What follows belongs to an exercise in optimizing a design on an open flow for small area and a short achievable clock period; a production flow would make more cautious choices.
Function was checked by simulation only, so behaviour that the tests miss may differ from the original.

==> pepper: inputs <==
## nlb_lpbk
module nlb_lpbk
(
  input  logic                Clk_400,
  input  logic                rst,
  input  logic                mmio_wr,
  input  logic                mmio_rd,
  input  nlb_pkg::csr_addr_t  mmio_addr,
  input  nlb_pkg::csr_data_t  mmio_wdata,
  output nlb_pkg::csr_data_t  mmio_rdata,
  output logic                mmio_rvalid,
  output logic                rd_req_valid,
  output nlb_pkg::mem_req_t   rd_req,
  input  logic                rd_almfull,
  input  logic                rd_rsp_valid,
  input  nlb_pkg::tid_t       rd_rsp_tid,
  input  nlb_pkg::line_data_t rd_rsp_data,
  output logic                wr_req_valid,
  output nlb_pkg::mem_req_t   wr_req,
  output nlb_pkg::line_data_t wr_data,
  input  logic                wr_almfull,
  input  logic                wr_rsp_valid
);
export LEC_CHECK = 0
export CAP_MARGIN = 20
export CORE_MARGIN = 2
export CORE_UTILIZATION = 50
export SETUP_SLACK_MARGIN = 4.4
export SLEW_MARGIN = 20
create_clock -name core_clock -period 8.0 [get_ports {Clk_400}]
standard.sh (not shown) runs the stock make flow with config.mk's settings and CLKGATE_MAP_FILE= SYNTH_SCRIPT=/design/flow/synth_recipe.tcl, a recipe that flattens the netlist after the stock synthesis.
==> flow/flow/run.sh <==
#!/bin/bash
# The standard layout (standard.sh), with two changes to what it builds:
# - ports are buffered with buf_1 instead of the delay cell buffer_ports picks;
#   the resizer still sizes them up where timing needs it
# - clock tree synthesis inserts no dummy loads and clusters up to 25 sinks per leaf buffer
set -euo pipefail
export BUFFER_PORTS_ARGS="-buffer_cell sky130_fd_sc_hd__buf_1"
export CTS_ARGS="-sink_clustering_enable -repair_clock_nets -dont_use_dummy_load -sink_clustering_size 25 -sink_clustering_max_diameter 120"
bash standard.sh > make.log 2>&1
==> maple: changes against pepper <==
--- a/flow/design.v
+++ b/flow/design.v
@@ -152,12 +152,12 @@
   logic [15:0] rd_rsp_cnt;
   logic [15:0] wr_count;
   logic [15:0] wr_rsp_cnt;
   logic [3:0] in_flight;
   logic [CW-1:0] cnt;
-  logic rd_blk;
-  logic wr_blk;
+  logic rd_ok;
+  logic wr_ok;
   logic rd_ok_lp;
   logic rd_ok_rm;
   logic wr_ok_lp;
   logic wr_ok_wm;
   logic rd_go;
@@ -171,12 +171,12 @@
   logic done_n;
   logic [15:0] rd_idx_n;
   logic [15:0] wr_count_n;
   logic [3:0] in_flight_n;
   logic [CW-1:0] cnt_n;
-  assign rd_req_valid = !(rd_blk || rd_almfull);
-  assign wr_req_valid = !(wr_blk || wr_almfull);
+  assign rd_req_valid = rd_ok && !rd_almfull;
+  assign wr_req_valid = wr_ok && !wr_almfull;
   assign rsp_take = rd_rsp_valid && run && ({16'b0, rd_rsp_tid} < num_lines);
   assign push = rsp_take && lpbk_m;
   assign pop = wr_ok_lp && !wr_almfull;
   assign gen = wr_ok_wm && !wr_almfull;
   assign wr_go = pop || gen;
@@ -204,29 +204,38 @@
       2'b01:
         in_flight_n = in_flight - 1'b1;
       default:
         in_flight_n = in_flight;
     endcase
+    case ({push, pop})
+      2'b10:
+        cnt_n = cnt + 1'b1;
+      2'b01:
+        cnt_n = cnt - 1'b1;
+      default:
+        cnt_n = cnt;
+    endcase
     if (clr)
     begin
       run_n = 1'b0;
       done_n = 1'b0;
       rd_idx_n = '0;
       wr_count_n = '0;
       in_flight_n = '0;
+      cnt_n = '0;
     end
   end
   always_ff @(posedge Clk_400)
   begin
     run <= run_n;
     done <= done_n;
     rd_idx <= rd_idx_n;
     wr_count <= wr_count_n;
     in_flight <= in_flight_n;
     cnt <= cnt_n;
-    rd_blk <= !(rd_ok_lp_n || rd_ok_rm_n);
-    wr_blk <= !(wr_ok_lp_n || wr_ok_wm_n);
+    rd_ok <= rd_ok_lp_n || rd_ok_rm_n;
+    wr_ok <= wr_ok_lp_n || wr_ok_wm_n;
     rd_ok_lp <= rd_ok_lp_n;
     rd_ok_rm <= rd_ok_rm_n;
     wr_ok_lp <= wr_ok_lp_n;
     wr_ok_wm <= wr_ok_wm_n;
   end
@@ -296,59 +305,30 @@
   assign rd_req.tid = rd_idx;
   logic [RN-1:0] wr_ptr;
   logic [RN-1:0] rd_ptr;
   logic [RN-1:0] wr_sel;
   logic [RN-1:0] rd_sel;
+  logic [RN-1:0] wr_ptr_n;
   logic [RN-1:0] rd_ptr_n;
   logic in_sel;
   logic pat_sel;
   logic head_free;
   logic ram_push;
   logic ram_pop;
+  assign ram_push = push && !((cnt == CW'(0)) || ((cnt == CW'(1)) && pop));
   assign ram_pop = pop && (cnt >= CW'(2));
+  assign wr_ptr_n = clr ? RN'(1) : ram_push ? {wr_ptr[RN-2:0], wr_ptr[RN-1]} : wr_ptr;
   assign rd_ptr_n = clr ? RN'(1) : ram_pop ? {rd_ptr[RN-2:0], rd_ptr[RN-1]} : rd_ptr;
-  logic [CW-1:0] cnt_c [2];
-  logic [RN-1:0] wr_ptr_c [2];
-  logic [RN-1:0] wr_sel_c [2];
-  logic [RN-1:0] rd_sel_c [2];
-  logic in_sel_c [2];
-  logic head_free_c [2];
-  always_comb
-  begin
-    for (int p = 0; p < 2; p++)
-    begin
-      case ({p == 1, pop})
-        2'b10:
-          cnt_c[p] = cnt + 1'b1;
-        2'b01:
-          cnt_c[p] = cnt - 1'b1;
-        default:
-          cnt_c[p] = cnt;
-      endcase
-      ram_push = (p == 1) && !((cnt == CW'(0)) || ((cnt == CW'(1)) && pop));
-      wr_ptr_c[p] = ram_push ? {wr_ptr[RN-2:0], wr_ptr[RN-1]} : wr_ptr;
-      if (clr)
-      begin
-        cnt_c[p] = '0;
-        wr_ptr_c[p] = RN'(1);
-      end
-      wr_sel_c[p] = (cnt_c[p] == CW'(8)) ? '0 : wr_ptr_c[p];
-      rd_sel_c[p] = (cnt_c[p] >= CW'(2)) ? rd_ptr_n : '0;
-      in_sel_c[p] = lpbk_n && (cnt_c[p] <= CW'(1)) && (run_n || done_n);
-      head_free_c[p] = (cnt_c[p] == '0);
-    end
-  end
-  assign cnt_n = push ? cnt_c[1] : cnt_c[0];
   always_ff @(posedge Clk_400)
   begin
-    wr_ptr <= push ? wr_ptr_c[1] : wr_ptr_c[0];
+    wr_ptr <= wr_ptr_n;
     rd_ptr <= rd_ptr_n;
-    wr_sel <= push ? wr_sel_c[1] : wr_sel_c[0];
-    rd_sel <= push ? rd_sel_c[1] : rd_sel_c[0];
-    in_sel <= push ? in_sel_c[1] : in_sel_c[0];
+    wr_sel <= (cnt_n == CW'(8)) ? '0 : wr_ptr_n;
+    rd_sel <= (cnt_n >= CW'(2)) ? rd_ptr_n : '0;
+    in_sel <= lpbk_n && (cnt_n <= CW'(1)) && (run_n || done_n);
     pat_sel <= write_n;
-    head_free <= push ? head_free_c[1] : head_free_c[0];
+    head_free <= (cnt_n == '0);
   end
   logic [EW-1:0] ram [RN];
   for (genvar i = 0; i < RN; i++)
   begin : g_ram
     always_ff @(posedge Clk_400)
@@ -358,56 +338,26 @@
     end
   end
   logic [EW-1:0] head_d;
   logic [15:0] pat;
   assign pat = pat_sel ? wr_count_n : 16'b0;
-  logic [15:0] ram_tid;
+  logic [15:0] lp_tid;
   always_comb
   begin
-    ram_tid = '0;
+    lp_tid = in_sel ? rd_rsp_tid : '0;
     for (int i = 0; i < RN; i++)
-      ram_tid = ram_tid | (ram[i][DW +: 16] & {16{rd_sel[i]}});
+      lp_tid = lp_tid | (ram[i][DW +: 16] & {16{rd_sel[i]}});
   end
   always_comb
   begin
     head_d = in_sel ? {rd_rsp_tid, rd_rsp_data} : '0;
     for (int i = 0; i < RN; i++)
       head_d = head_d | (ram[i] & {EW{rd_sel[i]}});
     head_d[DW +: 16] = head_d[DW +: 16] | pat;
     for (int k = 0; k < DW / 32; k++)
       head_d[32*k +: 16] = head_d[32*k +: 16] | pat;
   end
-  logic [AW-17:0] dst_hi_p1;
-  logic [15:0] lp_s [2];
-  logic lp_c [2];
-  logic [15:0] lp_g [5];
-  logic [15:0] lp_p [5];
-  logic [15:0] lp_t;
-  always_ff @(posedge Clk_400)
-    dst_hi_p1 <= dst[AW-1:16] + 1'b1;
-  always_comb
-  begin
-    for (int k = 0; k < 2; k++)
-    begin
-      lp_t = (k == 1) ? rd_rsp_tid : ram_tid;
-      lp_g[0] = dst[15:0] & lp_t;
-      lp_p[0] = dst[15:0] ^ lp_t;
-      for (int l = 0; l < 4; l++)
-      begin
-        lp_g[l + 1] = lp_g[l];
-        lp_p[l + 1] = lp_p[l];
-        for (int i = 0; i < 16; i++)
-          if (i >= (1 << l))
-          begin
-            lp_g[l + 1][i] = lp_g[l][i] | (lp_p[l][i] & lp_g[l][i - (1 << l)]);
-            lp_p[l + 1][i] = lp_p[l][i] & lp_p[l][i - (1 << l)];
-          end
-      end
-      lp_s[k] = lp_p[0] ^ {lp_g[4][14:0], 1'b0};
-      lp_c[k] = lp_g[4][15];
-    end
-  end
   logic [DW-1:0] h_data;
   logic [15:0] h_tid;
   logic [AW-1:0] h_addr;
   always_ff @(posedge Clk_400)
   begin
@@ -418,12 +368,11 @@
       if (!busy)
         h_addr <= dst_n;
       else if (pat_sel)
         h_addr <= gen ? h_addr + 1'b1 : h_addr;
       else
-        h_addr <= in_sel ? {lp_c[1] ? dst_hi_p1 : dst[AW-1:16], lp_s[1]}
-                         : {lp_c[0] ? dst_hi_p1 : dst[AW-1:16], lp_s[0]};
+        h_addr <= dst + AW'(lp_tid);
     end
   end
   assign wr_data = h_data;
   assign wr_req.tid = h_tid;
   assign wr_req.addr = h_addr;
==> tundra: changes against pepper <==
--- a/flow/design.v
+++ b/flow/design.v
@@ -331,11 +331,11 @@
         cnt_c[p] = '0;
         wr_ptr_c[p] = RN'(1);
       end
       wr_sel_c[p] = (cnt_c[p] == CW'(8)) ? '0 : wr_ptr_c[p];
       rd_sel_c[p] = (cnt_c[p] >= CW'(2)) ? rd_ptr_n : '0;
-      in_sel_c[p] = lpbk_n && (cnt_c[p] <= CW'(1)) && (run_n || done_n);
+      in_sel_c[p] = lpbk_n && (cnt_c[p] <= CW'(1));
       head_free_c[p] = (cnt_c[p] == '0);
     end
   end
   assign cnt_n = push ? cnt_c[1] : cnt_c[0];
   always_ff @(posedge Clk_400)
@@ -374,40 +374,10 @@
       head_d = head_d | (ram[i] & {EW{rd_sel[i]}});
     head_d[DW +: 16] = head_d[DW +: 16] | pat;
     for (int k = 0; k < DW / 32; k++)
       head_d[32*k +: 16] = head_d[32*k +: 16] | pat;
   end
-  logic [AW-17:0] dst_hi_p1;
-  logic [15:0] lp_s [2];
-  logic lp_c [2];
-  logic [15:0] lp_g [5];
-  logic [15:0] lp_p [5];
-  logic [15:0] lp_t;
-  always_ff @(posedge Clk_400)
-    dst_hi_p1 <= dst[AW-1:16] + 1'b1;
-  always_comb
-  begin
-    for (int k = 0; k < 2; k++)
-    begin
-      lp_t = (k == 1) ? rd_rsp_tid : ram_tid;
-      lp_g[0] = dst[15:0] & lp_t;
-      lp_p[0] = dst[15:0] ^ lp_t;
-      for (int l = 0; l < 4; l++)
-      begin
-        lp_g[l + 1] = lp_g[l];
-        lp_p[l + 1] = lp_p[l];
-        for (int i = 0; i < 16; i++)
-          if (i >= (1 << l))
-          begin
-            lp_g[l + 1][i] = lp_g[l][i] | (lp_p[l][i] & lp_g[l][i - (1 << l)]);
-            lp_p[l + 1][i] = lp_p[l][i] & lp_p[l][i - (1 << l)];
-          end
-      end
-      lp_s[k] = lp_p[0] ^ {lp_g[4][14:0], 1'b0};
-      lp_c[k] = lp_g[4][15];
-    end
-  end
   logic [DW-1:0] h_data;
   logic [15:0] h_tid;
   logic [AW-1:0] h_addr;
   always_ff @(posedge Clk_400)
   begin
@@ -418,12 +388,11 @@
       if (!busy)
         h_addr <= dst_n;
       else if (pat_sel)
         h_addr <= gen ? h_addr + 1'b1 : h_addr;
       else
-        h_addr <= in_sel ? {lp_c[1] ? dst_hi_p1 : dst[AW-1:16], lp_s[1]}
-                         : {lp_c[0] ? dst_hi_p1 : dst[AW-1:16], lp_s[0]};
+        h_addr <= in_sel ? dst + AW'(rd_rsp_tid) : dst + AW'(ram_tid);
     end
   end
   assign wr_data = h_data;
   assign wr_req.tid = h_tid;
   assign wr_req.addr = h_addr;
Settings changed: SETUP_SLACK_MARGIN 4.4 to 4.5.
==> comparison <==
The highest area after synthesis belongs to pepper, the lowest to maple. Against pepper, the sequential cell count of maple is lower by 26. Against tundra, the final area of maple is smaller by 0.41%. Utilization: tundra > maple > pepper. Final cell count: tundra < maple < pepper. In maple the setup slack is higher than in pepper, by 150 ps. Of tundra and pepper, pepper has the higher routed wire length (gap 1.0%, measured against pepper). The lowest sequential share of layout area belongs to tundra, the highest to maple. Against pepper, the clock-buffer cell count of tundra is higher by 2. Of maple and tundra, tundra has the higher clock skew (gap 5.2 ps).

## afterwards: timing with drivers on the ports
The results above use ideal ports. As a check the final layouts listed here were re-extracted and re-timed, cells and wires unchanged. Step 1, drivers: a clkbuf_16 drives Clk_400 and a buf_2 each remaining input, both assumed. Step 2 adds t to the input delays and takes it off the output delays; t is the mean of the earliest and latest rising clock arrival at the registers after step 1. Input paths then give back, and output paths get back, about the clock's delay inside the block. a / b / c = ideal / step 1 / step 2; a / b = the first two.
run | shift t [ns] | setup slack, ns | pins driven straight from the clock port
pepper | 1.040 | 4.225 / 4.122 / 3.081 | 1
maple | 1.039 | 4.378 / 4.344 / 3.391 | 1
tundra | 1.021 | 4.342 / 4.373 / 3.352 | 1
After both steps every run listed still meets setup and hold. The setup slack of pepper, which loses most, moves by -0.103 ns with the drivers and by -1.144 ns with both steps.
